Source: an optimization exercise on an open RTL-to-GDS flow (aim: small area, a short achievable clock period and few clock cycles per item). Production flows keep margins and buffers that such runs may drop.
The RTL was checked by simulation tests, not by an equivalence proof against the original design.
Power figures rest on the tool's default switching activity, not on a simulated workload.

--- config.mk ---
export PLATFORM = sky130hd
export DESIGN_NAME = sorted_priority_queue_unit
export DESIGN_NICKNAME = sorted_priority_queue_unit
export VERILOG_FILES = /design/flow/design.v
export SDC_FILE = /design/flow/constraint.sdc
export NUM_CORES = 4
export LEC_CHECK = 0
export ABC_CLOCK_PERIOD_IN_PS = 2000
export CAP_MARGIN = 20
export CORE_MARGIN = 2
export CORE_UTILIZATION = 40
export SETUP_SLACK_MARGIN = 2.5
export SLEW_MARGIN = 20
export SYNTH_HIERARCHICAL = 1
--- constraint.sdc ---
create_clock -name core_clock -period 5.0 [get_ports {i_clk}]
set_input_delay 1.0000 -clock core_clock [delete_from_list [all_inputs] [get_ports {i_clk}]]
set_output_delay 1.0000 -clock core_clock [all_outputs]
set_load 0.01 [all_outputs]
--- design.v ---
package spq_pkg;
    localparam int CAPACITY   = 16;
    localparam int DATA_W     = 32;
    localparam logic       REQ_INSERT = 1'b0;
    localparam logic       REQ_REMOVE = 1'b1;
    localparam logic [1:0] STAT_DONE  = 2'd0;
    localparam logic [1:0] STAT_FULL  = 2'd1;
    localparam logic [1:0] STAT_EMPTY = 2'd2;
endpackage
import spq_pkg::*;
module spq_ctrl (
    input  logic i_clk,
    input  logic i_rst_n,
    input  logic i_in_valid,
    output logic o_in_stall,
    input  logic i_out_stall,
    output logic o_out_valid,
    output logic o_a_load,      
    output logic o_a_from_b,    
    output logic o_b_load,      
    output logic o_s2_load,     
    output logic o_s2_valid,    
    output logic o_commit       
);
    logic r_va, r_vb, r_v2, r_ov;
    logic accept, commit, mv2;
    assign commit = r_v2 && (!r_ov || !i_out_stall);
    assign mv2    = r_va && (!r_v2 || commit);
    assign accept = i_in_valid && !r_vb;
    always_ff @(posedge i_clk) begin
        if (!i_rst_n) begin
            r_va <= 1'b0;
            r_vb <= 1'b0;
            r_v2 <= 1'b0;
            r_ov <= 1'b0;
        end else begin
            if (mv2 || !r_va) begin
                r_va <= r_vb || accept;
                r_vb <= 1'b0;
            end else begin
                r_vb <= r_vb || accept;
            end
            if (!r_v2 || commit) begin
                r_v2 <= r_va;
            end
            if (commit) begin
                r_ov <= 1'b1;
            end else if (!i_out_stall) begin
                r_ov <= 1'b0;
            end
        end
    end
    assign o_in_stall  = r_vb;
    assign o_out_valid = r_ov;
    assign o_a_load    = mv2 || !r_va;
    assign o_a_from_b  = r_vb;
    assign o_b_load    = !r_vb;
    assign o_s2_load   = !r_v2 || commit;
    assign o_s2_valid  = r_v2;
    assign o_commit    = commit;
endmodule
import spq_pkg::*;
module spq_datapath (
    input  logic                        i_clk,
    input  logic                        i_rst_n,
    input  logic                        i_req_type,
    input  logic signed [DATA_W-1:0]    i_value,
    input  logic                        i_a_load,
    input  logic                        i_a_from_b,
    input  logic                        i_b_load,
    input  logic                        i_s2_load,
    input  logic                        i_s2_valid,
    input  logic                        i_commit,
    output logic [1:0]                  o_status,
    output logic signed [DATA_W-1:0]    o_removed_value,
    output logic signed [DATA_W-1:0]    o_head_value,
    output logic                        o_head_valid,
    output logic [4:0]                  o_entry_count,
    output logic                        o_is_full,
    output logic                        o_is_empty
);
    logic                     r_ta, r_tb, r_t2;
    logic [DATA_W-1:0]        r_xa, r_xb, r_x2;
    logic [DATA_W-1:0]        r_xan;     
    logic [CAPACITY-1:0]      r_av2;     
    logic                     r_b2;      
    logic                     r_fwd2;    
    logic [CAPACITY-1:0]      r_pg;      
    logic                     r_pins;    
    logic                     r_prem;    
    logic [DATA_W-1:0]        r_entry [CAPACITY];
    logic [CAPACITY-1:0]      r_val;     
    logic [1:0]               r_status;
    logic signed [DATA_W-1:0] r_removed;
    logic [4:0]               r_count;
    logic                     r_empty;   
    logic                     full, nonempty, ins_ok, rem_ok;
    logic [CAPACITY-1:0]      av;
    logic                     b;
    logic [CAPACITY-1:0]      g;
    logic [CAPACITY-1:0]      n_val;
    function automatic logic [4:0] therm_count(input logic [CAPACITY-1:0] v);
        therm_count[4] = v[15];
        therm_count[3] = v[7] & ~v[15];
        therm_count[2] = (v[3] & ~v[7]) | (v[11] & ~v[15]);
        therm_count[1] = (v[1] & ~v[3]) | (v[5] & ~v[7]) | (v[9] & ~v[11]) | (v[13] & ~v[15]);
        therm_count[0] = (v[0] & ~v[1]) | (v[2] & ~v[3]) | (v[4] & ~v[5]) | (v[6] & ~v[7])
                       | (v[8] & ~v[9]) | (v[10] & ~v[11]) | (v[12] & ~v[13]) | (v[14] & ~v[15]);
    endfunction
    assign full     = r_val[CAPACITY-1];
    assign nonempty = r_val[0];
    assign ins_ok   = i_s2_valid && (r_t2 == REQ_INSERT) && !full;
    assign rem_ok   = i_s2_valid && (r_t2 == REQ_REMOVE) && nonempty;
    always_ff @(posedge i_clk) begin
        if (i_b_load) begin
            r_tb <= i_req_type;
            r_xb <= i_value;
        end
        if (i_a_load) begin
            r_ta <= i_a_from_b ? r_tb : i_req_type;
            r_xa <= i_a_from_b ? r_xb : i_value;
            r_xan <= ~(i_a_from_b ? r_xb : i_value);
        end
    end
    logic [CAPACITY-1:0] ge_e;
    logic                ge_b;
    for (genvar k = 0; k < CAPACITY; k++) begin : g_cmp
        if (k % 2 == 1) begin : g_odd
            spq_ge_nr #(.W(DATA_W)) u_ge (.i_r(r_entry[k]), .i_x(r_xa), .o_ge(ge_e[k]));
        end else begin : g_even
            spq_ge_an #(.W(DATA_W)) u_ge (.i_a(r_entry[k]), .i_nb(r_xan), .o_ge(ge_e[k]));
        end
    end
    spq_ge_an #(.W(DATA_W)) u_ge_b (.i_a(r_x2), .i_nb(r_xan), .o_ge(ge_b));
    assign av = r_val & ge_e;
    always_ff @(posedge i_clk) begin
        if (i_s2_load) begin
            r_t2   <= r_ta;
            r_x2   <= r_xa;
            r_av2  <= av;
            r_b2   <= ge_b;
            r_fwd2 <= i_commit;
        end
    end
    always_comb begin
        for (int k = 0; k < CAPACITY; k++) begin
            if (r_fwd2 && r_pins) begin
                if (r_pg[k]) begin
                    g[k] = r_av2[k];
                end else if (k == 0) begin
                    g[k] = r_b2;
                end else if (r_pg[(k == 0) ? 0 : k - 1]) begin
                    g[k] = r_b2;
                end else begin
                    g[k] = r_av2[(k == 0) ? 0 : k - 1];
                end
            end else if (r_fwd2 && r_prem) begin
                g[k] = (k == CAPACITY - 1) ? 1'b0 : r_av2[(k == CAPACITY - 1) ? k : k + 1];
            end else begin
                g[k] = r_av2[k];
            end
        end
    end
    always_comb begin
        n_val = r_val;
        if (ins_ok) begin
            n_val = {r_val[CAPACITY-2:0], 1'b1};
        end else if (rem_ok) begin
            n_val = {1'b0, r_val[CAPACITY-1:1]};
        end
    end
    logic [CAPACITY-1:0] en, s_prev, s_x, s_next;
    always_comb begin
        for (int k = 0; k < CAPACITY; k++) begin
            s_x[k]    = ins_ok && !g[k] && ((k == 0) || g[(k == 0) ? 0 : k - 1]);
            s_prev[k] = ins_ok && !g[k] && (k != 0) && !g[(k == 0) ? 0 : k - 1];
            s_next[k] = rem_ok && (k != CAPACITY - 1);
            en[k]     = i_commit && ((ins_ok && !g[k]) || s_next[k]);
        end
    end
    always_ff @(posedge i_clk) begin
        if (!i_rst_n) begin
            r_entry[0] <= '0;
        end else if (en[0]) begin
            r_entry[0] <= ({DATA_W{s_x[0]}} & r_x2)
                        | ({DATA_W{s_next[0] && r_val[1]}} & ~r_entry[1]);
        end
    end
    logic [DATA_W-1:0] d_entry [CAPACITY];
    assign d_entry[0] = '0;
    logic [DATA_W-1:0] x2n;
    spq_not #(.W(DATA_W)) u_x2n (.i_a(r_x2), .o_y(x2n));
    for (genvar k = 1; k < CAPACITY; k++) begin : g_row
        logic [DATA_W-1:0] x_pol;
        assign x_pol = (k % 2 == 1) ? r_x2 : x2n;
        spq_aoi_row #(.W(DATA_W)) u_row (
            .i_sa (s_prev[k]),
            .i_a  (r_entry[k - 1]),
            .i_sb (s_x[k]),
            .i_b  (x_pol),
            .i_sc (s_next[k]),
            .i_c  (r_entry[(k == CAPACITY - 1) ? k : k + 1]),
            .o_y  (d_entry[k])
        );
    end
    always_ff @(posedge i_clk) begin
        for (int k = 1; k < CAPACITY; k++) begin
            if (en[k]) begin
                r_entry[k] <= d_entry[k];
            end
        end
    end
    always_ff @(posedge i_clk) begin
        if (i_commit) begin
            r_status  <= (r_t2 == REQ_INSERT) ? (full ? STAT_FULL : STAT_DONE)
                                              : (nonempty ? STAT_DONE : STAT_EMPTY);
            r_removed <= (r_t2 == REQ_REMOVE) ? r_entry[0] : '0;
            r_pg      <= g;
            r_pins    <= ins_ok;
            r_prem    <= rem_ok;
        end
    end
    always_ff @(posedge i_clk) begin
        if (!i_rst_n) begin
            r_val   <= '0;
            r_count <= '0;
            r_empty <= 1'b1;
        end else if (i_commit) begin
            r_val   <= n_val;
            r_count <= therm_count(n_val);
            r_empty <= !n_val[0];
        end
    end
    assign o_status        = r_status;
    assign o_removed_value = r_removed;
    assign o_head_valid    = r_val[0];
    assign o_head_value    = r_entry[0];
    assign o_is_full       = r_val[CAPACITY-1];
    assign o_is_empty      = r_empty;
    assign o_entry_count   = r_count;
endmodule
module spq_aoi_row #(
    parameter int W = 32
) (
    input  logic         i_sa,
    input  logic [W-1:0] i_a,
    input  logic         i_sb,
    input  logic [W-1:0] i_b,
    input  logic         i_sc,
    input  logic [W-1:0] i_c,
    output logic [W-1:0] o_y
);
    assign o_y = ~(({W{i_sa}} & i_a) | ({W{i_sb}} & i_b) | ({W{i_sc}} & i_c));
endmodule
module spq_not #(
    parameter int W = 32
) (
    input  logic [W-1:0] i_a,
    output logic [W-1:0] o_y
);
    assign o_y = ~i_a;
endmodule
module spq_ge_an #(
    parameter int W = 32
) (
    input  logic [W-1:0] i_a,
    input  logic [W-1:0] i_nb,
    output logic         o_ge
);
    logic [W-1:0] ua, unb;
    logic [W:0]   c;
    assign ua  = {~i_a[W-1], i_a[W-2:0]};
    assign unb = {~i_nb[W-1], i_nb[W-2:0]};
    assign c[0] = 1'b1;
    for (genvar i = 0; i < W; i++) begin : g_bit
        assign c[i+1] = (ua[i] & unb[i]) | (ua[i] & c[i]) | (unb[i] & c[i]);
    end
    assign o_ge = c[W];
endmodule
module spq_ge_nr #(
    parameter int W = 32
) (
    input  logic [W-1:0] i_r,
    input  logic [W-1:0] i_x,
    output logic         o_ge
);
    logic [W-1:0] ur, ux;
    logic [W:0]   c;
    assign ur = {~i_r[W-1], i_r[W-2:0]};
    assign ux = {~i_x[W-1], i_x[W-2:0]};
    assign c[0] = 1'b0;
    for (genvar i = 0; i < W; i++) begin : g_bit
        assign c[i+1] = (ur[i] & ux[i]) | (ur[i] & c[i]) | (ux[i] & c[i]);
    end
    assign o_ge = ~c[W];
endmodule
import spq_pkg::*;
module sorted_priority_queue_unit (
    input  logic               i_clk,
    input  logic               i_rst_n,
    input  logic               i_in_valid,
    output logic               o_in_stall,
    input  logic               i_req_type,
    input  logic signed [31:0] i_value,
    output logic               o_out_valid,
    input  logic               i_out_stall,
    output logic [1:0]         o_status,
    output logic signed [31:0] o_removed_value,
    output logic signed [31:0] o_head_value,
    output logic               o_head_valid,
    output logic [4:0]         o_entry_count,
    output logic               o_is_full,
    output logic               o_is_empty
);
    logic a_load, a_from_b, b_load, s2_load, s2_valid, commit;
    spq_ctrl u_ctrl (
        .i_clk       (i_clk),
        .i_rst_n     (i_rst_n),
        .i_in_valid  (i_in_valid),
        .o_in_stall  (o_in_stall),
        .i_out_stall (i_out_stall),
        .o_out_valid (o_out_valid),
        .o_a_load    (a_load),
        .o_a_from_b  (a_from_b),
        .o_b_load    (b_load),
        .o_s2_load   (s2_load),
        .o_s2_valid  (s2_valid),
        .o_commit    (commit)
    );
    spq_datapath u_datapath (
        .i_clk           (i_clk),
        .i_rst_n         (i_rst_n),
        .i_req_type      (i_req_type),
        .i_value         (i_value),
        .i_a_load        (a_load),
        .i_a_from_b      (a_from_b),
        .i_b_load        (b_load),
        .i_s2_load       (s2_load),
        .i_s2_valid      (s2_valid),
        .i_commit        (commit),
        .o_status        (o_status),
        .o_removed_value (o_removed_value),
        .o_head_value    (o_head_value),
        .o_head_valid    (o_head_valid),
        .o_entry_count   (o_entry_count),
        .o_is_full       (o_is_full),
        .o_is_empty      (o_is_empty)
    );
endmodule
--- run.sh ---
#!/bin/bash
# synth_recipe.tcl (not shown) runs the flow's synth.tcl, then flattens the netlist and writes it again
# the make line also repeats each setting of config.mk as NAME=value (left out here)
make -C /OpenROAD-flow-scripts/flow DESIGN_CONFIG=/design/flow/config.mk WORK_HOME=/design/flow/orfs CLKGATE_MAP_FILE= SYNTH_SCRIPT=/design/flow/synth_recipe.tcl finish
==> results of run 1 <==
==> state kept, by name, indices dropped and copies added (netlist names), 2 cells and up <==
register / count
u_datapath.r_entry: 512
u_datapath.r_removed: 32
u_datapath.r_x2: 32
u_datapath.r_xa: 32
u_datapath.r_xan: 32
u_datapath.r_xb: 32
u_datapath.r_av2: 16
u_datapath.r_pg: 16
u_datapath.r_val: 15
u_datapath.r_count: 5
u_datapath.r_status: 2
==> modules after synthesis (local to each module, per instance), excerpt <==
| module | cells | flip-flops and latches | times used |
|---|---|---|---|
| spq_ctrl | 16 | 4 | 1 |
| spq_datapath | 1299 | 734 | 1 |
==> Yosys cell counts (all sizes together) (8+ instances only) <==
| cell type | number | share of area, % |
|---|---|---|
| edfxtp | 681 | 52 |
| a222oi | 481 | 12 |
| o22ai | 165 | 2.6 |
| buf | 152 | 3.4 |
| a21oi | 135 | 1.7 |
| o21ai | 129 | 1.6 |
| nor2 | 127 | 1.2 |
| a22oi | 116 | 2.2 |
| and2 | 104 | 1.7 |
| inv | 86 | 0.81 |
| nand2 | 79 | 0.75 |
| maj3 | 68 | 1.8 |
| nor3 | 60 | 0.77 |
| dfxtp | 57 | 2.9 |
| a211o | 51 | 1.1 |
| a211oi | 49 | 0.96 |
| mux2i | 45 | 1.1 |
| or2 | 42 | 0.66 |
| and3 | 40 | 0.63 |
| o211ai | 39 | 0.74 |
| a31oi | 38 | 0.60 |
| o221ai | 35 | 0.77 |
| a22o | 34 | 0.75 |
| nand2b | 34 | 0.54 |
| clkbuf | 33 | 0.31 |
| nand3 | 31 | 0.39 |
| o31ai | 27 | 0.51 |
| o22a | 26 | 0.57 |
| a21boi | 22 | 0.42 |
| a221oi | 18 | 0.68 |
| a31o | 18 | 0.40 |
| o32ai | 17 | 0.38 |
| and4b | 10 | 0.25 |
| o21a | 10 | 0.19 |
| a2111oi | 9 | 0.58 |
| nand3b | 9 | 0.17 |
| nor2b | 9 | 0.14 |
| nor3b | 9 | 0.28 |
| nor4 | 9 | 0.14 |
| o2111ai | 9 | 0.20 |
| mux2 | 8 | 0.23 |
| o311ai | 8 | 0.18 |
| or3 | 8 | 0.13 |
==> per-stage QoR <==
step                      power (mW)  util [%]  instance area (um^2)  setup WS [ns]
after floorplan                 7.61         -                 39800           1.23
after global routing            14.5      47.5                 46700           2.41
after CTS                       14.1      46.9                 46100           2.51
final                           14.1      47.5                 46700           2.44
after global placement          7.99      42.3                 41600          0.973
after detailed placement        8.01      42.3                 41600          0.920
==> power by group <==
group,switching (mW),internal (mW)
clock network,2.58,3.48
logic,0.657,0.442
registers,0.188,6.78
==> worst reg2reg max path, cell delays in order (launching register included) <==
cell                       delay (ns)
sky130_fd_sc_hd__edfxtp_1        0.40
sky130_fd_sc_hd__buf_4           0.19
sky130_fd_sc_hd__o21ai_4         0.11
sky130_fd_sc_hd__buf_4           0.17
sky130_fd_sc_hd__a21o_1          0.14
sky130_fd_sc_hd__a221o_2         0.43
sky130_fd_sc_hd__and3_4          0.28
sky130_fd_sc_hd__buf_4           0.22
sky130_fd_sc_hd__a222oi_1        0.38
==> final cells by class <==
cell class / count / area, um^2 / share of cell area, %
Clock buffer: 107 / 2250 / 4.82
Clock inverter: 44 / 382 / 0.817
Tap cell: 1287 / 1610 / 3.45
Multi-Input combinational cell: 2169 / 16800 / 36.1
Antenna cell: 1 / 2.50 / 0.00536
Timing Repair Buffer: 338 / 3560 / 7.62
Sequential cell: 738 / 21700 / 46.4
Timing Repair inverter: 1 / 8.76 / 0.0188
Inverter: 87 / 382 / 0.817
==> worst min path at each step <==
stage,from,endpoint,slack (ns)
2_1_floorplan,u_datapath.r_ta,u_datapath.r_t2,0.40
3_3_place_gp,u_datapath.r_ta,u_datapath.r_t2,0.41
3_5_place_dp,u_datapath.r_ta,u_datapath.r_t2,0.44
4_1_cts,u_datapath.r_ta,u_datapath.r_t2,0.45
5_1_grt,u_datapath.r_ta,u_datapath.r_t2,0.46
6_report,u_datapath.r_ta,u_datapath.r_t2,0.46
==> logic make-up (layout without fill, tap and decap cells) <==
kind of cell,Yosys count,in the layout,synth area share (%)
flip-flops,738,738,54.5
buffers and inverters,272,577,4.59
adder cells (fa/ha/maj),68,68,1.77
AO/OA/AOI/OAI,1458,1464,29.9
AND/OR/NAND/NOR,578,579,7.91
multiplexers,53,53,1.36
other,1,6,0.00947
==> routing by layer <==
metal,up-vias,part of all wire [%]
met4,0,3.6
met1,16800,40
met2,2155,45
met5,-,0
met3,233,11
li1,14600,-
==> layout by cell type, fill, tap and decap left out, drive strengths merged, types with 22 or more instances in the layout <==
| cell | n |
|---|---|
| a21oi | 141 |
| and3 | 40 |
| a211o | 51 |
| a31oi | 38 |
| a222oi | 481 |
| clkbuf | 112 |
| nand2 | 79 |
| inv | 90 |
| a211oi | 49 |
| edfxtp | 681 |
| clkdlybuf4s50 | 34 |
| a22oi | 116 |
| clkinv | 34 |
| a22o | 34 |
| o211ai | 39 |
| nand3 | 31 |
| o22a | 26 |
| dlygate4sd2 | 77 |
| nor3 | 60 |
| mux2i | 45 |
| or2 | 42 |
| o221ai | 35 |
| dfxtp | 57 |
| nor2 | 128 |
| maj3 | 68 |
| and2 | 104 |
| o21ai | 129 |
| buf | 221 |
| nand2b | 34 |
| o22ai | 165 |
| a21boi | 22 |
| o31ai | 27 |
==> what timing repair did <==
action / CTS / global route
gates resized for setup: 207 / 59
gates cloned: 11 / 5
pin swaps: 24 / 20
setup buffers: 124 / 31
setup endpoints to repair: 1119 / 689
==> key figures, run 1 <==
Status
  – Outcome: finished clean

Die
  – Vert. Die Dim: approximately 320 um
  – Chip width: about 320 um
  – Area of the die: 102000 um^2
  – Row cnt: 115
  – Initial Utilization: 40.3%
  – Floorplan Core Area: 98300 um^2
  – I/O Pins: ~110

Layout
  – Fraction of final layout cells sized beyond drive strength 1: between 10% and 20%
  – Growth of design area from synthesis to finish: 17.9%
  – Final instance count without filler cells: 4772
  – Number of nets in the layout: 3455
  – Fillcell total: 8902

STA
  – Final TNS setup: 0 ns
  – Setup skew after layout: 0.0310 ns
  – Total count of max-transition violations in the final report: 0
  – RSZ-0062 raised after global routing: true
  – Slew at the pin closest to its max-slew limit: 1.09 ns
  – Final Cycle Share: 51.1%
  – Fin crit period: between 2 and 3 ns
  – Number of failing hold endpoints at the final stage: 0
  – Final setup vio count: 0
  – Max Freq: 391 MHz
  – Hold slack: 0.459 ns
  – Relative slew slack: 27.7%

Power and ir drop
  – Maximum resistive drop on vdd: 247 uV
  – Leak: 14.7 nW
  – Total power density per cell area: between 300 and 400 nW/um^2

Route
  – Number of remaining DRC errors: 0
  – Total vias in the final route: approximately 34000
  – Mean number of vias per cell: 7.09
  – Number of nets still failing antenna checks after routing: 0
  – Starting DRC count in detailed routing: 6780
  – Routed wire length per instance: 29.4 um
  – Count of TritonRoute iterations in the first routing pass: 11
  – Total wire length after detailed routing: 140000 um

GRT
  – Most utilized layer in the global route result: met2
  – Number of antenna violations at the first check in global routing: 1
  – Fraction of met1 tracks used by global routing: a little under two fifths
  – Overall overflow remaining after global route: 0
  – Global routing met2 resource utilization: between 40 and 50%
  – Global-route wire length before repair: a little over 200000 um
  – Met3 track demand over resource: 4.18%
  – Largest net degree at the start of global routing: 103
  – Via count of the first global-routing pass: between 30000 and 40000
  – Total global routing track utilization: about a quarter

Clock network
  – Clock transition at the register clock pins on the worst setup and hold paths after CTS: 0.06 ns
  – Master cell of the clock root buffer: sky130_fd_sc_hd__clkbuf_16
  – CTS tree: yes
  – Inserted Clock Buffers: 83
  – Total of hold buffers inserted after clock tree synthesis: 0
  – Number of clock sinks seen by CTS: 738
  – Deepest clock path buffer count: 3
  – Number of levels the H-tree was split into: 3
  – Skew-Pair Late Insertion Delay: 0.66 ns

Placement
  – Hpwl dp: between 90000 and 100000 um
  – Placed instance count: 4449
  – Port Buffers: ~110
  – Placer's final routability congestion estimate: 0.917

Synthesis
  – Sequential fraction of the synthesis area: 54.5%
  – Async S/R FF share, synth: 0%
  – Synthesis Warnings: 12
  – Count of mapped cells out of synthesis: about 3200
  – Post-synthesis average cell area: between 10 and 15 um^2
  – Flip-flop cell with the highest count after synthesis: sky130_fd_sc_hd__edfxtp_1
  – Post-synthesis register bit count: approximately 740
  – Number of distinct standard cells referenced by the synthesized netlist: approximately 70
  – Number of enable-type register cells in the synthesized netlist: 681
  – Netlist Area Pre-Place: between 30000 and 40000 um^2

Worst setup path
  – Setup slack of the worst register-to-register path: ~2.4 ns
  – Worst EP arrival: roughly 3 ns
  – Sum of buffers and inverters on the critical path: 3
  – Classification of the worst setup path: reg2reg
  – Top cell by count, worst path: sky130_fd_sc_hd__buf_4
  – Terminus of the critical flop-to-flop path: u_datapath.r_entry[10][10]
  – Register-to-Register Path Depth: 8
  – Kind of cell adding the most delay to the critical path: compound AO/OA/AOI/OAI gates
  – Capture point of the worst path: u_datapath.r_entry[10][10]
  – WP data required: 5.42 ns
  – Ordered list of cells on the worst path: buf_4 -> o21ai_4 -> buf_4 -> a21o_1 -> a221o_2 -> and3_4 -> buf_4 -> a222oi_1
  – Crit end category: flop
  – Timing startpoint of the critical path: u_datapath.r_pins
  – Startpoint of the lowest-slack register-to-register path: u_datapath.r_pins
  – Cell with the largest stage delay on the worst path: sky130_fd_sc_hd__a221o_2
  – Nature of the critical path startpoint: flop
  – Largest stage delay, worst path: ~0.43 ns
  – Max FO, Critical Path: 17
  – Critical path depth: 8

Worst hold path
  – Classification of the worst-slack hold path: reg2reg
  – Instance count along the most critical hold path: 0

Run
  – Max-cap violations: 0
Testbench counts, summed over its fixed seeds: cycles 16,024, items 16,000.
==> run 2, diff against run 1 <==
--- a/design.v
+++ b/design.v
@@ -83,11 +83,10 @@
     logic [DATA_W-1:0]        r_xa, r_xb, r_x2;
     logic [DATA_W-1:0]        r_xan;     
     logic [CAPACITY-1:0]      r_av2;     
-    logic                     r_b2;      
-    logic                     r_fwd2;    
-    logic [CAPACITY-1:0]      r_pg;      
-    logic                     r_pins;    
-    logic                     r_prem;    
+    logic                     r_up2;     
+    logic                     r_dn2;     
+    logic                     r_ins2;    
+    logic                     r_rem2;    
     logic [DATA_W-1:0]        r_entry [CAPACITY];
     logic [CAPACITY-1:0]      r_val;     
     logic [1:0]               r_status;
@@ -109,8 +108,8 @@
     endfunction
     assign full     = r_val[CAPACITY-1];
     assign nonempty = r_val[0];
-    assign ins_ok   = i_s2_valid && (r_t2 == REQ_INSERT) && !full;
-    assign rem_ok   = i_s2_valid && (r_t2 == REQ_REMOVE) && nonempty;
+    assign ins_ok   = i_s2_valid && r_ins2;
+    assign rem_ok   = i_s2_valid && r_rem2;
     always_ff @(posedge i_clk) begin
         if (i_b_load) begin
             r_tb <= i_req_type;
@@ -138,23 +137,17 @@
             r_t2   <= r_ta;
             r_x2   <= r_xa;
             r_av2  <= av;
-            r_b2   <= ge_b;
-            r_fwd2 <= i_commit;
+            r_up2  <= ins_ok && ge_b;
+            r_dn2  <= rem_ok;
+            r_ins2 <= (r_ta == REQ_INSERT) && !(i_commit ? n_val[CAPACITY-1] : full);
+            r_rem2 <= (r_ta == REQ_REMOVE) && (i_commit ? n_val[0] : nonempty);
         end
     end
     always_comb begin
         for (int k = 0; k < CAPACITY; k++) begin
-            if (r_fwd2 && r_pins) begin
-                if (r_pg[k]) begin
-                    g[k] = r_av2[k];
-                end else if (k == 0) begin
-                    g[k] = r_b2;
-                end else if (r_pg[(k == 0) ? 0 : k - 1]) begin
-                    g[k] = r_b2;
-                end else begin
-                    g[k] = r_av2[(k == 0) ? 0 : k - 1];
-                end
-            end else if (r_fwd2 && r_prem) begin
+            if (r_up2) begin
+                g[k] = (k == 0) ? 1'b1 : r_av2[(k == 0) ? 0 : k - 1];
+            end else if (r_dn2) begin
                 g[k] = (k == CAPACITY - 1) ? 1'b0 : r_av2[(k == CAPACITY - 1) ? k : k + 1];
             end else begin
                 g[k] = r_av2[k];
@@ -215,9 +208,6 @@
             r_status  <= (r_t2 == REQ_INSERT) ? (full ? STAT_FULL : STAT_DONE)
                                               : (nonempty ? STAT_DONE : STAT_EMPTY);
             r_removed <= (r_t2 == REQ_REMOVE) ? r_entry[0] : '0;
-            r_pg      <= g;
-            r_pins    <= ins_ok;
-            r_prem    <= rem_ok;
         end
     end
     always_ff @(posedge i_clk) begin
==> key figures, run 2 <==
Status
  – Outcome: finished clean

Worst hold path
  – Classification of the worst-slack hold path: reg2reg
  – Worst hold path endpoint: u_datapath.r_count[3]
  – Startpoint of the worst hold path: u_datapath.r_count[3]
  – Instance count along the most critical hold path: 2 (+2)

Clock network
  – Master cell of the clock root buffer: sky130_fd_sc_hd__clkbuf_16
  – Skew-Pair Late Insertion Delay: 0.65 ns (about the same)
  – Number of levels the H-tree was split into: 3 (unchanged)
  – CTS tree: yes
  – Number of clock sinks seen by CTS: 722 (-2.2%)
  – Inserted Clock Buffers: 81 (-2.4%)
  – Deepest clock path buffer count: 3 (unchanged)
  – Clock transition at the register clock pins on the worst setup and hold paths after CTS: 0.06 ns (about the same)

GRT
  – Global-route wire length before repair: 199000 um (-3.4%)
  – Number of antenna violations at the first check in global routing: 4 (+3)
  – Via count of the first global-routing pass: 31200 (-4.1%)
  – Total global routing track utilization: 26.4% (+0.092 points)
  – Overall overflow remaining after global route: 0 (unchanged)
  – Largest net degree at the start of global routing: 201 (+95%)

Synthesis
  – Synthesis Warnings: 12 (unchanged)
  – Compound-gate portion of the synthesized area: 30.5% (+0.59 points)
  – Count of mapped cells out of synthesis: 3111 (-1.8%)
  – Flip-flop cell with the highest count after synthesis: sky130_fd_sc_hd__edfxtp_1
  – Async S/R FF share, synth: 0% (unchanged)
  – Leading area contributor after synthesis: sky130_fd_sc_hd__edfxtp_1
  – Share of the synthesized netlist area taken by xor and xnor gates: 0% (unchanged)
  – Post-synthesis simple-gate area fraction: 7.28% (-0.63 points)
  – Top post-synthesis cells by count: 665 x sky130_fd_sc_hd__edfxtp_1, 480 x sky130_fd_sc_hd__a222oi_1, 183 x sky130_fd_sc_hd__nor2_1
  – Adder-cell share of the synthesized area: 1.81% (+0.038 points)
  – Fraction of synthesized area in multiplexers: 1.50% (+0.14 points)
  – Library cell with the highest instance count after synthesis: sky130_fd_sc_hd__edfxtp_1
  – Netlist Area Pre-Place: 38800 um^2 (-2.1%)
  – Post-synthesis register bit count: 722 (-2.2%)
  – Dominant combinational cell family by area after synthesis: compound AO/OA/AOI/OAI gates
  – Sequential fraction of the synthesis area: 54.4% (-0.071 points)
  – Number of distinct standard cells referenced by the synthesized netlist: 64 (-9.9%)
  – Post-synthesis average cell area: 12.5 um^2 (-0.30%)
  – Fraction of synthesized cell area taken by the top area cell type: 51.5% (-0.13 points)
  – Dominant cells by area after synthesis: sky130_fd_sc_hd__edfxtp_1 51%, sky130_fd_sc_hd__a222oi_1 12%, sky130_fd_sc_hd__dfxtp_1 2.9%
  – Number of enable-type register cells in the synthesized netlist: 665 (-2.3%)

STA
  – Final TNS setup: 0 ns (unchanged)
  – Total count of max-transition violations in the final report: 0 (unchanged)
  – Setup skew after layout: 0.0200 ns (-0.0110 ns)
  – Fin crit period: 2.49 ns (-0.0705 ns)
  – Relative slew slack: 26.2% (-1.5 points)
  – Final Cycle Share: 49.7% (-1.4 points)
  – Final setup vio count: 0 (unchanged)
  – Hold slack: 0.476 ns (+0.0169 ns)
  – RSZ-0062 raised after global routing: true
  – Slew at the pin closest to its max-slew limit: 1.11 ns (+0.0218 ns)
  – Number of failing hold endpoints at the final stage: 0 (unchanged)
  – Max Freq: 402 MHz (+2.8%)

Route
  – Routed wire length per instance: 29.7 um (+0.92%)
  – Total vias in the final route: 33100 (-2.2%)
  – Starting DRC count in detailed routing: 6387 (-5.8%)
  – Number of nets still failing antenna checks after routing: 0 (unchanged)
  – Mean number of vias per cell: 7.08 (about the same)
  – Total wire length after detailed routing: 138000 um (-1.3%)
  – Number of remaining DRC errors: 0 (unchanged)
  – Count of TritonRoute iterations in the first routing pass: 15 (+4)

Worst setup path
  – WP data required: 5.34 ns (-0.08 ns)
  – Nature of the critical path startpoint: flop
  – Max FO, Critical Path: 32 (+15)
  – Setup slack of the worst register-to-register path: 2.51 ns (+0.07 ns)
  – Register-to-Register Path Depth: 8 (unchanged)
  – Startpoint of the lowest-slack register-to-register path: u_datapath.r_dn2
  – Crit end category: flop
  – Worst EP arrival: 2.83 ns (-0.14 ns)
  – Classification of the worst setup path: reg2reg
  – Terminus of the critical flop-to-flop path: u_datapath.r_entry[9][27]

Die
  – Initial Utilization: 40.2% (-0.087 points)
  – Chip width: 315 um (-1.0%)
  – I/O Pins: 113 (unchanged)
  – Row cnt: 114 (-0.87%)
  – Floorplan Core Area: 96400 um^2 (-1.9%)
  – Area of the die: 99500 um^2 (-2.1%)
  – Vert. Die Dim: 315 um (-1.0%)

Layout
  – Fraction of final layout cells sized beyond drive strength 1: 16.6% (+0.69 points)
  – Register with the highest flop count: u_datapath.r_entry
  – Growth of design area from synthesis to finish: 17.6%
  – Commonest non-fill, non-tap cells in the layout: 665 x sky130_fd_sc_hd__edfxtp_1, 480 x sky130_fd_sc_hd__a222oi_1, 164 x sky130_fd_sc_hd__o22ai_1, 149 x sky130_fd_sc_hd__a21oi_1, 137 x sky130_fd_sc_hd__nor2_1
  – Number of nets in the layout: 3362 (-2.7%)
  – Number of diodes: 0 (-1)
  – Commonest non-fill, non-tap cell in the layout: sky130_fd_sc_hd__edfxtp_1
  – Largest register FFs: 512 (unchanged)

Placement
  – Port Buffers: 112 (unchanged)
  – Placer's final routability congestion estimate: 0.892 (-2.7%)
  – Hpwl dp: 95200 um (-0.95%)

Power and ir drop
  – Switching power: 3.38 mW (-1.4%)
  – Proportion of power drawn by the clock network: 42.8% (about the same)
  – Leak: 13.7 nW (-6.5%)
  – Combinational power share: 7.4% (-0.4 points)
  – Total power density per cell area: 301 nW/um^2 (-0.61%)
  – Flop pwr share: 49.8% (+0.5 points)
  – Cell-internal power: 10.3 mW (-3.4%)
  – Maximum resistive drop on vdd: 238 uV (-3.5%)
  – Sw frac: 24.6% (+0.39 points)

Run
  – Max-cap violations: 0 (unchanged)
## run 2: cell types whose count changed after synthesis, sizes merged, moves of 16 or more
cell / delta
a211o: -33
a211oi: +38
a21oi: +39
and3: -26
edfxtp: -16
nand2b: -31
nor2: +56
nor3: -16
## run 2: worst max path at each step
stage	slack [ns]	end	startpoint
finish	2.51	u_datapath.r_entry[9][27]	u_datapath.r_dn2
detailed placement	1.47	u_datapath.r_entry[13][1]	u_datapath.r_dn2
global route	2.39	u_datapath.r_entry[9][22]	u_datapath.r_dn2
CTS	2.40	u_datapath.r_entry[12][2]	u_datapath.r_dn2
floorplan	1.67	u_datapath.r_entry[1][0]	i_out_stall
global placement	1.18	u_datapath.r_entry[15][4]	u_datapath.r_dn2
## run 2: layer usage
| metal | global-route usage [%] | part of all wire [%] |
|---|---|---|
| met4 | 8.83 | 3.5 |
| met5 | 0 | 0.036 |
| met3 | 5.31 | 13 |
| met2 | 39.6 | 43 |
| met1 | 38.2 | 40 |
## run 2: logic make-up after synthesis
kind of cell	after synthesis
AOI/OAI and AO/OA	1454
and+or+nand+nor	550
adders and majority gates	68
DFF	722
buffers and inverters	258
other	1
muxes	58
## run 2: power groups by stage
stage / Sequential, mW / Combinational [mW] / Clock [mW]
after floorplan: 6.94 / 0.503 / 0
after global placement: 7.02 / 0.789 / 0
after detailed placement: 7.02 / 0.805 / 0
after CTS: 6.84 / 0.902 / 5.94
after global routing: 6.83 / 1.07 / 6.17
final: 6.83 / 1.01 / 5.87
## run 2: through the flow
step	worst slack, ns	power (mW)	cell area (um^2)	std cells	utilization, %
finish	2.51	13.7	45600	4669	47.3
global placement	1.18	7.81	41000	4388	42.5
floorplan	1.67	7.44	39300	3115	-
global route	2.39	14.1	45600	4669	47.3
detailed placement	1.47	7.82	41000	4389	42.5
CTS	2.40	13.7	44900	4624	46.6
## run 2: worst max-delay path, stage by stage (launching register included)
cell	delay (ns)
sky130_fd_sc_hd__edfxtp_1	0.49
sky130_fd_sc_hd__buf_4	0.24
sky130_fd_sc_hd__mux2i_1	0.20
sky130_fd_sc_hd__nor2_1	0.05
sky130_fd_sc_hd__a21oi_1	0.31
sky130_fd_sc_hd__nand2_1	0.31
sky130_fd_sc_hd__nor2_2	0.17
sky130_fd_sc_hd__buf_6	0.27
sky130_fd_sc_hd__a222oi_1	0.13
## run 2: area by class of cell
class	instances	area, um^2
fill	8718	50800
multi-input combinational	2151	16800
clock inverter	39	328
tap	1276	1600
clock buffer	112	2220
timing repair inverter	1	5.00
timing repair buffer	292	3190
inverter	76	297
sequential	722	21200
## run 2: per-module statistics from Yosys (local to each module, per instance), excerpt
module | cells | flops+latches
spq_datapath | 1242 | 718
spq_ctrl | 16 | 4
## run 2: what timing repair did
action / CTS / global route
hold buffers: 0 / 0
setup buffers: 67 / 42
cloned: 17 / 2
pin swaps: 21 / 9
resized for setup: 192 / 40
endpoints found under the setup margin: 1090 / 626
Testbench counts of run 2, summed over its fixed seeds: cycles 16,024, items 16,000.
==> run 3, diff against run 2 <==
--- a/config.mk
+++ b/config.mk
@@ -9,6 +9,6 @@
 export CAP_MARGIN = 20
 export CORE_MARGIN = 2
 export CORE_UTILIZATION = 40
-export SETUP_SLACK_MARGIN = 2.5
+export SETUP_SLACK_MARGIN = 2.3
 export SLEW_MARGIN = 20
 export SYNTH_HIERARCHICAL = 1
==> key figures, run 3 <==
Status
  – Outcome: finished clean

Route
  – Number of remaining DRC errors: 0 (unchanged)
  – Count of TritonRoute iterations in the first routing pass: 13 (-2)
  – Routed wire length per instance: 31.3 um (+5.5%)
  – Starting DRC count in detailed routing: 7989 (+25%)
  – Total vias in the final route: 33800 (+2.2%)
  – Number of nets still failing antenna checks after routing: 0 (unchanged)
  – Mean number of vias per cell: 7.32 (+3.3%)
  – Total wire length after detailed routing: 145000 um (+4.4%)

Worst hold path
  – Instance count along the most critical hold path: 2 (unchanged)
  – Worst hold path endpoint: u_datapath.r_count[2]
  – Classification of the worst-slack hold path: reg2reg
  – Startpoint of the worst hold path: u_datapath.r_count[2]

Clock network
  – Clock transition at the register clock pins on the worst setup and hold paths after CTS: 0.07 ns (about the same)
  – Deepest clock path buffer count: 3 (unchanged)
  – CTS tree: yes
  – Number of levels the H-tree was split into: 3 (unchanged)
  – Total of hold buffers inserted after clock tree synthesis: 0 (unchanged)
  – Inserted Clock Buffers: 78 (-3.7%)
  – Master cell of the clock root buffer: sky130_fd_sc_hd__clkbuf_16
  – Skew-Pair Late Insertion Delay: 0.65 ns (about the same)
  – Number of clock sinks seen by CTS: 722 (unchanged)

Worst setup path
  – Register-to-Register Path Depth: 6 (-2)
  – Timing startpoint of the critical path: u_datapath.r_xa[2]
  – Crit end category: flop
  – Worst EP arrival: 3.14 ns (+0.31 ns)
  – Classification of the worst setup path: reg2reg
  – WP data required: 5.40 ns (+0.06 ns)
  – Max FO, Critical Path: 17 (-47%)
  – Nature of the critical path startpoint: flop
  – Setup slack of the worst register-to-register path: 2.26 ns (-0.25 ns)
  – Terminus of the critical flop-to-flop path: u_datapath.r_av2[5]
  – Startpoint of the lowest-slack register-to-register path: u_datapath.r_xa[2]

STA
  – Fin crit period: 2.74 ns (+0.253 ns)
  – Max Freq: 365 MHz (-9.2%)
  – Total count of max-transition violations in the final report: 0 (unchanged)
  – Hold slack: 0.489 ns (+0.0127 ns)
  – Final TNS setup: 0 ns (unchanged)
  – Slew at the pin closest to its max-slew limit: 1.14 ns (+0.0325 ns)
  – Setup skew after layout: 0.0269 ns (+0.00688 ns)
  – Final Cycle Share: 54.8% (+5.1 points)
  – Crit path setup slack, layout: 2.26 ns (-0.253 ns)
  – Number of failing hold endpoints at the final stage: 0 (unchanged)
  – RSZ-0062 raised after global routing: true
  – Final setup vio count: 0 (unchanged)
  – Relative slew slack: 24.0% (-2.2 points)

Power and ir drop
  – Total power density per cell area: 303 nW/um^2 (+0.65%)
  – Switching power: 3.30 mW (-2.1%)
  – Combinational power share: 7.3% (about the same)
  – Maximum resistive drop on vdd: 265 uV (+11%)
  – Proportion of power drawn by the clock network: 41.9% (-0.9 points)
  – Leak: 13.0 nW (-5.2%)
  – Cell-internal power: 10.2 mW (-1.8%)
  – Flop pwr share: 50.8% (+1.0 points)
  – Sw frac: 24.6% (-0.061 points)
  – Total power after layout: 13.5 mW (-1.8%)

Die
  – Floorplan Core Area: 96400 um^2 (unchanged)
  – Initial Utilization: 40.2% (unchanged)
  – Area of the die: 99500 um^2 (unchanged)
  – Row cnt: 114 (unchanged)
  – I/O Pins: 113 (unchanged)
  – Chip width: 315 um (unchanged)
  – Vert. Die Dim: 315 um (unchanged)

Synthesis
  – Top post-synthesis cells by count: 665 x sky130_fd_sc_hd__edfxtp_1, 480 x sky130_fd_sc_hd__a222oi_1, 183 x sky130_fd_sc_hd__nor2_1
  – Number of distinct standard cells referenced by the synthesized netlist: 64 (unchanged)
  – Library cell with the highest instance count after synthesis: sky130_fd_sc_hd__edfxtp_1
  – Synthesis Warnings: 12 (unchanged)
  – Number of enable-type register cells in the synthesized netlist: 665 (unchanged)
  – Async S/R FF share, synth: 0% (unchanged)
  – Fraction of synthesized cell area taken by the top area cell type: 51.5% (unchanged)
  – Dominant cells by area after synthesis: sky130_fd_sc_hd__edfxtp_1 51%, sky130_fd_sc_hd__a222oi_1 12%, sky130_fd_sc_hd__dfxtp_1 2.9%
  – Leading area contributor after synthesis: sky130_fd_sc_hd__edfxtp_1
  – Count of mapped cells out of synthesis: 3111 (unchanged)
  – Post-synthesis average cell area: 12.5 um^2 (unchanged)
  – Post-synthesis register bit count: 722 (unchanged)
  – Netlist Area Pre-Place: 38800 um^2 (unchanged)
  – Sequential fraction of the synthesis area: 54.4% (unchanged)
  – Flip-flop cell with the highest count after synthesis: sky130_fd_sc_hd__edfxtp_1

GRT
  – Overall overflow remaining after global route: 0 (unchanged)
  – Via count of the first global-routing pass: 30700 (-1.6%)
  – Global routing met2 resource utilization: 41.6% (+2.0 points)
  – Largest net degree at the start of global routing: 197 (-2.0%)
  – Total global routing track utilization: 27.5% (+1.1 points)
  – Number of antenna violations at the first check in global routing: 1 (-3)
  – Most utilized layer in the global route result: met2
  – Fraction of met1 tracks used by global routing: 39.6% (+1.4 points)
  – Global-route wire length before repair: 209000 um (+5.3%)
  – Met3 track demand over resource: 5.99% (+0.68 points)

Layout
  – Final instance count without filler cells: 4618 (-1.1%)
  – Final cell area excluding filler cells: 44500 um^2 (-2.5%)
  – Largest register FFs: 512 (unchanged)
  – Register with the highest flop count: u_datapath.r_entry
  – Fraction of final layout cells sized beyond drive strength 1: 13.6% (-3.0 points)
  – Growth of design area from synthesis to finish: 14.7%
  – Final core utilization: 46.1% (-1.2 points)
  – Commonest non-fill, non-tap cells in the layout: 665 x sky130_fd_sc_hd__edfxtp_1, 480 x sky130_fd_sc_hd__a222oi_1, 165 x sky130_fd_sc_hd__nor2_1, 164 x sky130_fd_sc_hd__o22ai_1, 161 x sky130_fd_sc_hd__a21oi_1
  – Commonest non-fill, non-tap cell in the layout: sky130_fd_sc_hd__edfxtp_1
  – Number of nets in the layout: 3318 (-1.3%)

Placement
  – Hpwl dp: 95400 um (+0.21%)
  – Placer's final routability congestion estimate: 0.896 (+0.49%)
  – Placement-stage cell area: 41000 um^2 (-0.11%)
  – Placed instance count: 4407 (+0.41%)
  – Port Buffers: 112 (unchanged)
  – Setup slack after placement: 1.19 ns (-0.278 ns)

Run
  – Max-cap violations: 0 (unchanged)
run 3: cell counts after synthesis:
Identical to the previous run, type by type.
run 3: how the worst max path moves through the flow:
stage / endpoint / slack (ns) / cells past startpoint
global placement: u_datapath.r_entry[0][3] / 1.29 / 7
detailed placement: u_datapath.r_entry[0][3] / 1.19 / 7
finish: u_datapath.r_av2[5] / 2.26 / 6
CTS: u_datapath.r_entry[5][15] / 2.21 / 4
floorplan: u_datapath.r_entry[1][0] / 1.67 / 6
global route: u_datapath.r_entry[5][24] / 2.28 / 7
run 3: cells by family (layout without fill, tap and decap cells):
group           count (synthesis)  count (layout)  share of synthesized area, %
compound gates               1454            1465                          30.5
simple gates                  550             553                          7.28
other cells                     1               6                       0.00967
mux                            58              58                          1.50
fa+ha+maj                      68              68                          1.81
flops                         722             722                          54.4
buf+inv                       258             470                          4.52
run 3: Yosys stat by module (local to each module, per instance), a selection:
module	flops+latches	times used
spq_datapath	718	1
spq_ctrl	4	1
run 3: timing repair:
item / in CTS / in global routing
pin swaps: 2 / 5
cloned: 13 / 2
gates resized for setup: 59 / 22
setup buffers: 15 / 40
endpoints found under the setup margin: 1001 / 607
run 3: cell type report:
class | count | area, um^2
fill | 8817 | 52000
sequential | 722 | 21200
multi-input combinational | 2149 | 16400
timing repair buffer | 254 | 2610
clock buffer | 100 | 2120
tap | 1276 | 1600
inverter | 76 | 294
clock inverter | 40 | 279
antenna | 1 | 2.50
run 3: layer usage:
layer  vias up  part of all wire (%)
li1      14200                     -
met1     16700                    40
met2      2617                    45
met3       244                    12
met4         0                   2.5
met5         -                     0
run 3: worst max-delay path, cell delays in order (launching register included):
cell	delay, ns
sky130_fd_sc_hd__edfxtp_1	0.88
sky130_fd_sc_hd__a22oi_1	0.14
sky130_fd_sc_hd__o21ai_0	0.17
sky130_fd_sc_hd__a21oi_1	0.16
sky130_fd_sc_hd__o311ai_1	0.82
sky130_fd_sc_hd__a21oi_1	0.14
sky130_fd_sc_hd__and2_1	0.20
run 3: power groups by stage:
stage | clock network (mW) | logic (mW) | registers [mW]
detailed placement | 0 | 0.846 | 6.99
global route | 5.92 | 1.03 | 6.84
floorplan | 0 | 0.500 | 6.93
global placement | 0 | 0.838 | 6.99
CTS | 5.69 | 0.885 | 6.86
finish | 5.64 | 0.982 | 6.84
==> run 4, diff against run 3 <==
--- a/config.mk
+++ b/config.mk
@@ -9,6 +9,6 @@
 export CAP_MARGIN = 20
 export CORE_MARGIN = 2
 export CORE_UTILIZATION = 40
-export SETUP_SLACK_MARGIN = 2.3
+export SETUP_SLACK_MARGIN = 2.7
 export SLEW_MARGIN = 20
 export SYNTH_HIERARCHICAL = 1
==> key figures, run 4 <==
Layout
  – Commonest non-fill, non-tap cell in the layout: sky130_fd_sc_hd__edfxtp_1
  – Register with the highest flop count: u_datapath.r_entry
  – Number of diodes: 0 (-1)
  – Number of nets in the layout: 3464 (+4.4%)
  – Final instance count without filler cells: 4770 (+3.3%)
  – Growth of design area from synthesis to finish: 21.3%
  – Largest register FFs: 512 (unchanged)
  – Commonest non-fill, non-tap cells in the layout: 665 x sky130_fd_sc_hd__edfxtp_1, 480 x sky130_fd_sc_hd__a222oi_1, 175 x sky130_fd_sc_hd__buf_4, 164 x sky130_fd_sc_hd__o22ai_1, 141 x sky130_fd_sc_hd__a21oi_1
  – Fraction of final layout cells sized beyond drive strength 1: 21.4% (+7.8 points)

Run
  – Max-cap violations: 0 (unchanged)

Clock network
  – Clock transition at the register clock pins on the worst setup and hold paths after CTS: 0.06 ns (about the same)
  – Inserted Clock Buffers: 82 (+5.1%)
  – Number of levels the H-tree was split into: 3 (unchanged)
  – Deepest clock path buffer count: 3 (unchanged)
  – Number of clock sinks seen by CTS: 722 (unchanged)
  – CTS tree: yes
  – Skew-Pair Late Insertion Delay: 0.64 ns (about the same)
  – Master cell of the clock root buffer: sky130_fd_sc_hd__clkbuf_16

STA
  – Fin crit period: 2.29 ns (-0.450 ns)
  – Final setup vio count: 0 (unchanged)
  – Slew at the pin closest to its max-slew limit: 0.909 ns (-0.230 ns)
  – Setup skew after layout: 0.0281 ns (+0.00122 ns)
  – Number of failing hold endpoints at the final stage: 0 (unchanged)
  – Max Freq: 437 MHz (+20%)
  – Total count of max-transition violations in the final report: 0 (unchanged)
  – Final Cycle Share: 45.8% (-9.0 points)
  – Final TNS setup: 0 ns (unchanged)
  – Relative slew slack: 39.4% (+15 points)
  – Hold slack: 0.485 ns (-0.00366 ns)
  – RSZ-0062 raised after global routing: true

Die
  – Floorplan Core Area: 96400 um^2 (unchanged)
  – Initial Utilization: 40.2% (unchanged)
  – Row cnt: 114 (unchanged)
  – Vert. Die Dim: 315 um (unchanged)
  – Area of the die: 99500 um^2 (unchanged)
  – Chip width: 315 um (unchanged)
  – I/O Pins: 113 (unchanged)

Synthesis
  – Fraction of synthesized cell area taken by the top area cell type: 51.5% (unchanged)
  – Top post-synthesis cells by count: 665 x sky130_fd_sc_hd__edfxtp_1, 480 x sky130_fd_sc_hd__a222oi_1, 183 x sky130_fd_sc_hd__nor2_1
  – Netlist Area Pre-Place: 38800 um^2 (unchanged)
  – Sequential fraction of the synthesis area: 54.4% (unchanged)
  – Number of enable-type register cells in the synthesized netlist: 665 (unchanged)
  – Leading area contributor after synthesis: sky130_fd_sc_hd__edfxtp_1
  – Synthesis Warnings: 12 (unchanged)
  – Library cell with the highest instance count after synthesis: sky130_fd_sc_hd__edfxtp_1
  – Flip-flop cell with the highest count after synthesis: sky130_fd_sc_hd__edfxtp_1
  – Dominant cells by area after synthesis: sky130_fd_sc_hd__edfxtp_1 51%, sky130_fd_sc_hd__a222oi_1 12%, sky130_fd_sc_hd__dfxtp_1 2.9%
  – Number of distinct standard cells referenced by the synthesized netlist: 64 (unchanged)
  – Count of mapped cells out of synthesis: 3111 (unchanged)
  – Async S/R FF share, synth: 0% (unchanged)
  – Post-synthesis average cell area: 12.5 um^2 (unchanged)
  – Post-synthesis register bit count: 722 (unchanged)

Route
  – Total wire length after detailed routing: 139000 um (-4.1%)
  – Count of TritonRoute iterations in the first routing pass: 14 (+1)
  – Routed wire length per instance: 29.1 um (-7.2%)
  – Total vias in the final route: 33600 (-0.55%)
  – Number of nets still failing antenna checks after routing: 0 (unchanged)
  – Mean number of vias per cell: 7.05 (-3.7%)
  – Number of remaining DRC errors: 0 (unchanged)
  – Starting DRC count in detailed routing: 6446 (-19%)

Power and ir drop
  – Leak: 14.3 nW (+9.6%)
  – Total power after layout: 13.9 mW (+3.6%)
  – Proportion of power drawn by the clock network: 43.2% (+1.3 points)
  – Combinational power share: 8.5% (+1.2 points)
  – Maximum resistive drop on vdd: 229 uV (-14%)
  – Total power density per cell area: 296 nW/um^2 (-2.1%)
  – Switching power: 3.35 mW (+1.3%)
  – Flop pwr share: 48.3% (-2.5 points)
  – Cell-internal power: 10.6 mW (+4.3%)
  – Sw frac: 24.0% (-0.53 points)

Worst setup path
  – Setup slack of the worst register-to-register path: 2.74 ns (+0.48 ns)
  – Crit end category: flop
  – Max FO, Critical Path: 36 (+19)
  – Timing startpoint of the critical path: i_out_stall
  – Startpoint of the lowest-slack register-to-register path: u_ctrl.r_v2
  – WP data required: 5.27 ns (-0.13 ns)
  – Classification of the worst setup path: in2reg
  – Nature of the critical path startpoint: primary input
  – Worst EP arrival: 2.56 ns (-0.58 ns)

GRT
  – Overall overflow remaining after global route: 0 (unchanged)
  – Global-route wire length before repair: 199000 um (-4.7%)
  – Largest net degree at the start of global routing: 86 (-56%)
  – Number of antenna violations at the first check in global routing: 3 (+2)
  – Via count of the first global-routing pass: 32000 (+4.3%)
  – Total global routing track utilization: 26.6% (-0.96 points)

Placement
  – Placed instance count: 4390 (-0.39%)
  – Port Buffers: 112 (unchanged)
  – Hpwl dp: 94500 um (-0.91%)
  – Placer's final routability congestion estimate: 0.898 (+0.16%)

Status
  – Outcome: finished clean

Worst hold path
  – Startpoint of the worst hold path: u_ctrl.r_va
  – Classification of the worst-slack hold path: reg2reg
run 4: cell counts after synthesis:
No cell type changed its count.
run 4: metal layers:
layer | GRT usage [%] | vias up | wire [um]
li1 | - | 14600 | -
met1 | 37.6 | 16600 | 55100
met2 | 41.6 | 2266 | 62200
met3 | 4.20 | 209 | 16800
met4 | 9.12 | 0 | 4510
met5 | 0 | - | 0
run 4: cell type report:
| cell class | instances | area (um^2) |
|---|---|---|
| sequential | 722 | 21200 |
| tap | 1276 | 1600 |
| timing repair inverter | 1 | 7.51 |
| clock buffer | 111 | 2290 |
| clock inverter | 40 | 353 |
| multi-input combinational | 2153 | 16900 |
| fill | 8634 | 49400 |
| inverter | 76 | 299 |
| timing repair buffer | 391 | 4330 |
run 4: cells by family after synthesis:
logic type / share of synthesized area (%)
adders and majority gates: 1.81
DFF: 54.4
other: 0.00967
AOI/OAI and AO/OA: 30.5
buffers and inverters: 4.52
muxes: 1.50
and+or+nand+nor: 7.28
run 4: metrics by stage:
stage | util, % | setup WS (ns) | instance area (um^2)
floorplan | - | 1.67 | 39400
global placement | 42.6 | 1.38 | 41100
detailed placement | 42.6 | 1.32 | 41100
CTS | 48.1 | 2.70 | 46400
global route | 48.8 | 2.68 | 47000
finish | 48.8 | 2.71 | 47000
run 4: repair_timing:
| action | in CTS | in global routing |
|---|---|---|
| setup endpoints to repair | 1159 | 668 |
| buffers inserted | 159 | 45 |
| hold buffers | 0 | 0 |
| pin swaps | 29 | 6 |
| gates resized for setup | 330 | 73 |
| gates cloned | 22 | 3 |
run 4: power groups by stage:
stage	Sequential (mW)	Combinational (mW)	Clock, mW
2_1_floorplan	6.94	0.508	0
3_3_place_gp	6.99	0.830	0
3_5_place_dp	6.99	0.842	0
4_1_cts	6.75	1.08	6.12
5_1_grt	6.74	1.24	6.34
6_report	6.74	1.18	6.02
run 4: per-module statistics from Yosys (local to each module, per instance), excerpt:
module | flops+latches | cells
spq_datapath | 718 | 1242
spq_ctrl | 4 | 16
run 4: worst paths after layout:
| kind | cells past startpoint | end |
|---|---|---|
| setup / recovery | 4 | u_datapath.r_entry[15][18] |
| hold / removal | 2 | u_ctrl.r_v2 |
| setup reg to reg | 7 | u_datapath.r_entry[12][30] |
| hold reg to reg | 2 | u_ctrl.r_v2 |
run 4: worst max-delay path: stages:
cell                            delay (ns)
sky130_fd_sc_hd__dlygate4sd2_1        0.34
sky130_fd_sc_hd__a21boi_4             0.27
sky130_fd_sc_hd__inv_6                0.22
sky130_fd_sc_hd__nor2_4               0.61
==> run 5, diff against run 4 <==
--- a/config.mk
+++ b/config.mk
@@ -9,6 +9,6 @@
 export CAP_MARGIN = 20
 export CORE_MARGIN = 2
 export CORE_UTILIZATION = 40
-export SETUP_SLACK_MARGIN = 2.7
+export SETUP_SLACK_MARGIN = 2.9
 export SLEW_MARGIN = 20
 export SYNTH_HIERARCHICAL = 1
==> key figures, run 5 <==
Status
  – Outcome: finished clean

Placement
  – Hpwl dp: 94400 um (-0.12%)
  – Placed instance count: 4387 (-0.068%)
  – Placer's final routability congestion estimate: 0.932 (+3.8%)
  – Port Buffers: 112 (unchanged)

Power and ir drop
  – Leak: 15.7 nW (+9.9%)
  – Maximum resistive drop on vdd: 230 uV (+0.68%)
  – Total power density per cell area: 280 nW/um^2 (-5.3%)

STA
  – Number of failing hold endpoints at the final stage: 0 (unchanged)
  – Total count of max-transition violations in the final report: 0 (unchanged)
  – Max Freq: 419 MHz (-4.2%)
  – RSZ-0062 raised after global routing: true
  – Setup skew after layout: 0.0440 ns (+0.0159 ns)
  – Slew at the pin closest to its max-slew limit: 1.07 ns (+0.156 ns)
  – Fin crit period: 2.39 ns (+0.0996 ns)
  – Relative slew slack: 29.0% (-10 points)
  – Final Cycle Share: 47.8% (+2.0 points)
  – Final TNS setup: 0 ns (unchanged)
  – Final setup vio count: 0 (unchanged)

Route
  – Mean number of vias per cell: 7.17 (+1.8%)
  – Total vias in the final route: 35700 (+6.2%)
  – Total wire length after detailed routing: 160000 um (+15%)
  – Number of remaining DRC errors: 0 (unchanged)
  – Number of nets still failing antenna checks after routing: 0 (unchanged)
  – Count of TritonRoute iterations in the first routing pass: 10 (-4)
  – Routed wire length per instance: 32.1 um (+10%)
  – Starting DRC count in detailed routing: 8026 (+25%)

Worst setup path
  – Top cell by count, worst path: sky130_fd_sc_hd__buf_6
  – Max FO, Critical Path: 16 (-56%)
  – Nature of the critical path startpoint: flop
  – WP data required: 5.37 ns (+0.10 ns)
  – Largest stage delay, worst path: 0.54 ns (-0.07 ns)
  – Classification of the worst setup path: reg2reg
  – Worst EP arrival: 2.76 ns (+0.20 ns)
  – Crit end category: flop
  – Ordered list of cells on the worst path: buf_6 -> buf_6 -> buf_16 -> mux2i_2 -> nor2_1 -> a21oi_2 -> and3_2 -> a222oi_1
  – Cell with the largest stage delay on the worst path: sky130_fd_sc_hd__and3_2

Layout
  – Number of nets in the layout: 3667 (+5.9%)
  – Total area of multi-input combinational cells: 17700 um^2 (+4.6%)
  – Fillcell total: 8345 (-3.3%)
  – Commonest non-fill, non-tap cell in the layout: sky130_fd_sc_hd__edfxtp_1
  – Commonest non-fill, non-tap cells in the layout: 665 x sky130_fd_sc_hd__edfxtp_1, 480 x sky130_fd_sc_hd__a222oi_1, 261 x sky130_fd_sc_hd__buf_4, 163 x sky130_fd_sc_hd__o22ai_1, 141 x sky130_fd_sc_hd__a21oi_1
  – Growth of design area from synthesis to finish: 29.3%
  – Seq. cell area: 21300 um^2 (about the same)
  – Register with the highest flop count: u_datapath.r_entry
  – Largest register FFs: 512 (unchanged)
  – Final instance count without filler cells: 4979 (+4.4%)
  – Fraction of final layout cells sized beyond drive strength 1: 28.7% (+7.3 points)

Die
  – Row cnt: 114 (unchanged)
  – I/O Pins: 113 (unchanged)
  – Vert. Die Dim: 315 um (unchanged)
  – Chip width: 315 um (unchanged)
  – Initial Utilization: 40.2% (unchanged)
  – Floorplan Core Area: 96400 um^2 (unchanged)
  – Area of the die: 99500 um^2 (unchanged)

Clock network
  – Number of clock sinks seen by CTS: 722 (unchanged)
  – Inserted Clock Buffers: 84 (+2.4%)
  – CTS tree: yes
  – Clock transition at the register clock pins on the worst setup and hold paths after CTS: 0.06 ns (about the same)
  – Total of hold buffers inserted after clock tree synthesis: 0 (unchanged)
  – Master cell of the clock root buffer: sky130_fd_sc_hd__clkbuf_16
  – Number of levels the H-tree was split into: 3 (unchanged)
  – Deepest clock path buffer count: 3 (unchanged)
  – Skew-Pair Late Insertion Delay: 0.66 ns (+0.02 ns)

GRT
  – Global-route wire length before repair: 216000 um (+8.5%)
  – Largest net degree at the start of global routing: 103 (+20%)
  – Via count of the first global-routing pass: 33300 (+3.9%)
  – Overall overflow remaining after global route: 0 (unchanged)
  – Number of antenna violations at the first check in global routing: 11 (+8)
  – Total global routing track utilization: 29.2% (+2.6 points)

Synthesis
  – Async S/R FF share, synth: 0% (unchanged)
  – Netlist Area Pre-Place: 38800 um^2 (unchanged)
  – Synthesis Warnings: 12 (unchanged)
  – Fraction of synthesized cell area taken by the top area cell type: 51.5% (unchanged)
  – Post-synthesis average cell area: 12.5 um^2 (unchanged)
  – Library cell with the highest instance count after synthesis: sky130_fd_sc_hd__edfxtp_1
  – Number of distinct standard cells referenced by the synthesized netlist: 64 (unchanged)
  – Post-synthesis register bit count: 722 (unchanged)
  – Flip-flop cell with the highest count after synthesis: sky130_fd_sc_hd__edfxtp_1
  – Leading area contributor after synthesis: sky130_fd_sc_hd__edfxtp_1
  – Sequential fraction of the synthesis area: 54.4% (unchanged)
  – Top post-synthesis cells by count: 665 x sky130_fd_sc_hd__edfxtp_1, 480 x sky130_fd_sc_hd__a222oi_1, 183 x sky130_fd_sc_hd__nor2_1
  – Count of mapped cells out of synthesis: 3111 (unchanged)
  – Number of enable-type register cells in the synthesized netlist: 665 (unchanged)
  – Dominant cells by area after synthesis: sky130_fd_sc_hd__edfxtp_1 51%, sky130_fd_sc_hd__a222oi_1 12%, sky130_fd_sc_hd__dfxtp_1 2.9%

Worst hold path
  – Classification of the worst-slack hold path: reg2reg

Run
  – Max-cap violations: 0 (unchanged)
==> run 5: cell counts after synthesis <==
Identical to the previous run, type by type.
==> run 5: what timing repair did <==
action                     4_1_cts  5_1_grt
setup endpoints to repair     1261     1167
pin swaps                       75      171
gates cloned                    41       31
gates resized for setup        646      202
setup buffers                  288       73
==> run 5: worst max-delay path, delay by kind of cell, from the launching register on <==
family	cells	cell delay [ns]
AND/OR/NAND/NOR	2	0.62
flip-flops	1	0.45
buffers and inverters	3	0.43
AO/OA/AOI/OAI	2	0.43
multiplexers	1	0.17
==> run 5: power breakdown <==
part	switching (mW)	total, mW	internal (mW)
clock network	2.56	5.94	3.38
registers	0.0970	6.71	6.61
logic	0.857	1.41	0.555
==> run 5: worst paths after layout <==
path	start	end	slack [ns]	depth (start not counted)
worst min-delay path	u_datapath.r_ta	u_datapath.r_t2	0.50	0
worst max-delay path	u_datapath.r_dn2	u_datapath.r_entry[10][9]	2.61	8
worst min register to register	u_datapath.r_ta	u_datapath.r_t2	0.50	0
worst max register to register	u_datapath.r_dn2	u_datapath.r_entry[10][9]	2.61	8
==> run 5: metal layers <==
metal  vias to the layer above  part of all wire (%)  routed length, um  track usage, %
met3                       496                    13              20400            5.71
met4                        12                   5.9               9500            12.0
met2                      2751                    44              70500            44.4
met5                         -                 0.050                 80               0
met1                     17400                    37              59200            40.8
li1                      15000                     -                  -               -
==> run 5: per-module statistics from Yosys (local to each module, per instance), a selection <==
module	times used	cells inside	flip-flops and latches	cell area, um^2
spq_datapath	1	1242	718	24200
spq_ctrl	1	16	4	163
==> run 5: kinds of logic after synthesis <==
group,Yosys count,synth area share [%]
adders and majority gates,68,1.81
muxes,58,1.50
AOI/OAI and AO/OA,1454,30.5
buffers and inverters,258,4.52
DFF,722,54.4
and+or+nand+nor,550,7.28
other,1,0.00967
==> run 5: final cells by class <==
cell class	count	area share (%)
inverter	76	0.616
tap	1276	3.18
clock inverter	39	0.586
clock buffer	115	4.53
timing repair buffer	575	13.3
antenna	5	0.0250
multi-input combinational	2171	35.3
sequential	722	42.4
==> run 5: metrics by stage <==
step | hold slack [ns] | power [mW] | cell area, um^2 | setup slack (ns) | utilization, %
CTS | 0.490 | 13.9 | 48200 | 2.67 | 50.0
finish | 0.500 | 14.1 | 50100 | 2.61 | 52.0
global placement | 0.470 | 7.82 | 41100 | 1.52 | 42.6
global route | 0.522 | 14.4 | 50100 | 2.57 | 52.0
detailed placement | 0.475 | 7.83 | 41100 | 1.42 | 42.6
floorplan | 0.451 | 7.45 | 39400 | 1.67 | -

==> afterwards: timing with drivers on the ports <==
How much do the figures lean on ideal ports? The routed layouts below were timed once more, with nothing changed but the port constraints.
Step 1 (the two cells are an assumption about what drives the block):
set clk [get_ports {i_clk}]
set_driving_cell -lib_cell sky130_fd_sc_hd__clkbuf_16 $clk
set_driving_cell -lib_cell sky130_fd_sc_hd__buf_2 [delete_from_list [all_inputs] $clk]
Step 2, shift: input delay + t, output delay - t, t = (earliest + latest rising clock arrival at the registers) / 2. This alone moves slack from input paths to output paths.
a / b / c = no drivers / after step 1 / after step 2; a / b = the first two.
| run | t (ns) | slack for setup (ns) | worst setup path at the end |
|---|---|---|---|
| run 1 | 0.715 | 2.443 / 2.443 / 1.917 | input to register |
| run 2 | 0.708 | 2.514 / 2.514 / 1.923 | input to register |
| run 3 | 0.704 | 2.261 / 2.261 / 1.626 | input to register |
| run 4 | 0.702 | 2.711 / 2.662 / 2.065 | input to register |
| run 5 | 0.701 | 2.612 / 2.612 / 2.289 | input to register |
After both steps setup and hold are still met in every run listed. For run 4, which loses most, drivers alone change the setup slack by -0.049 ns; drivers and shift together by -0.646 ns.
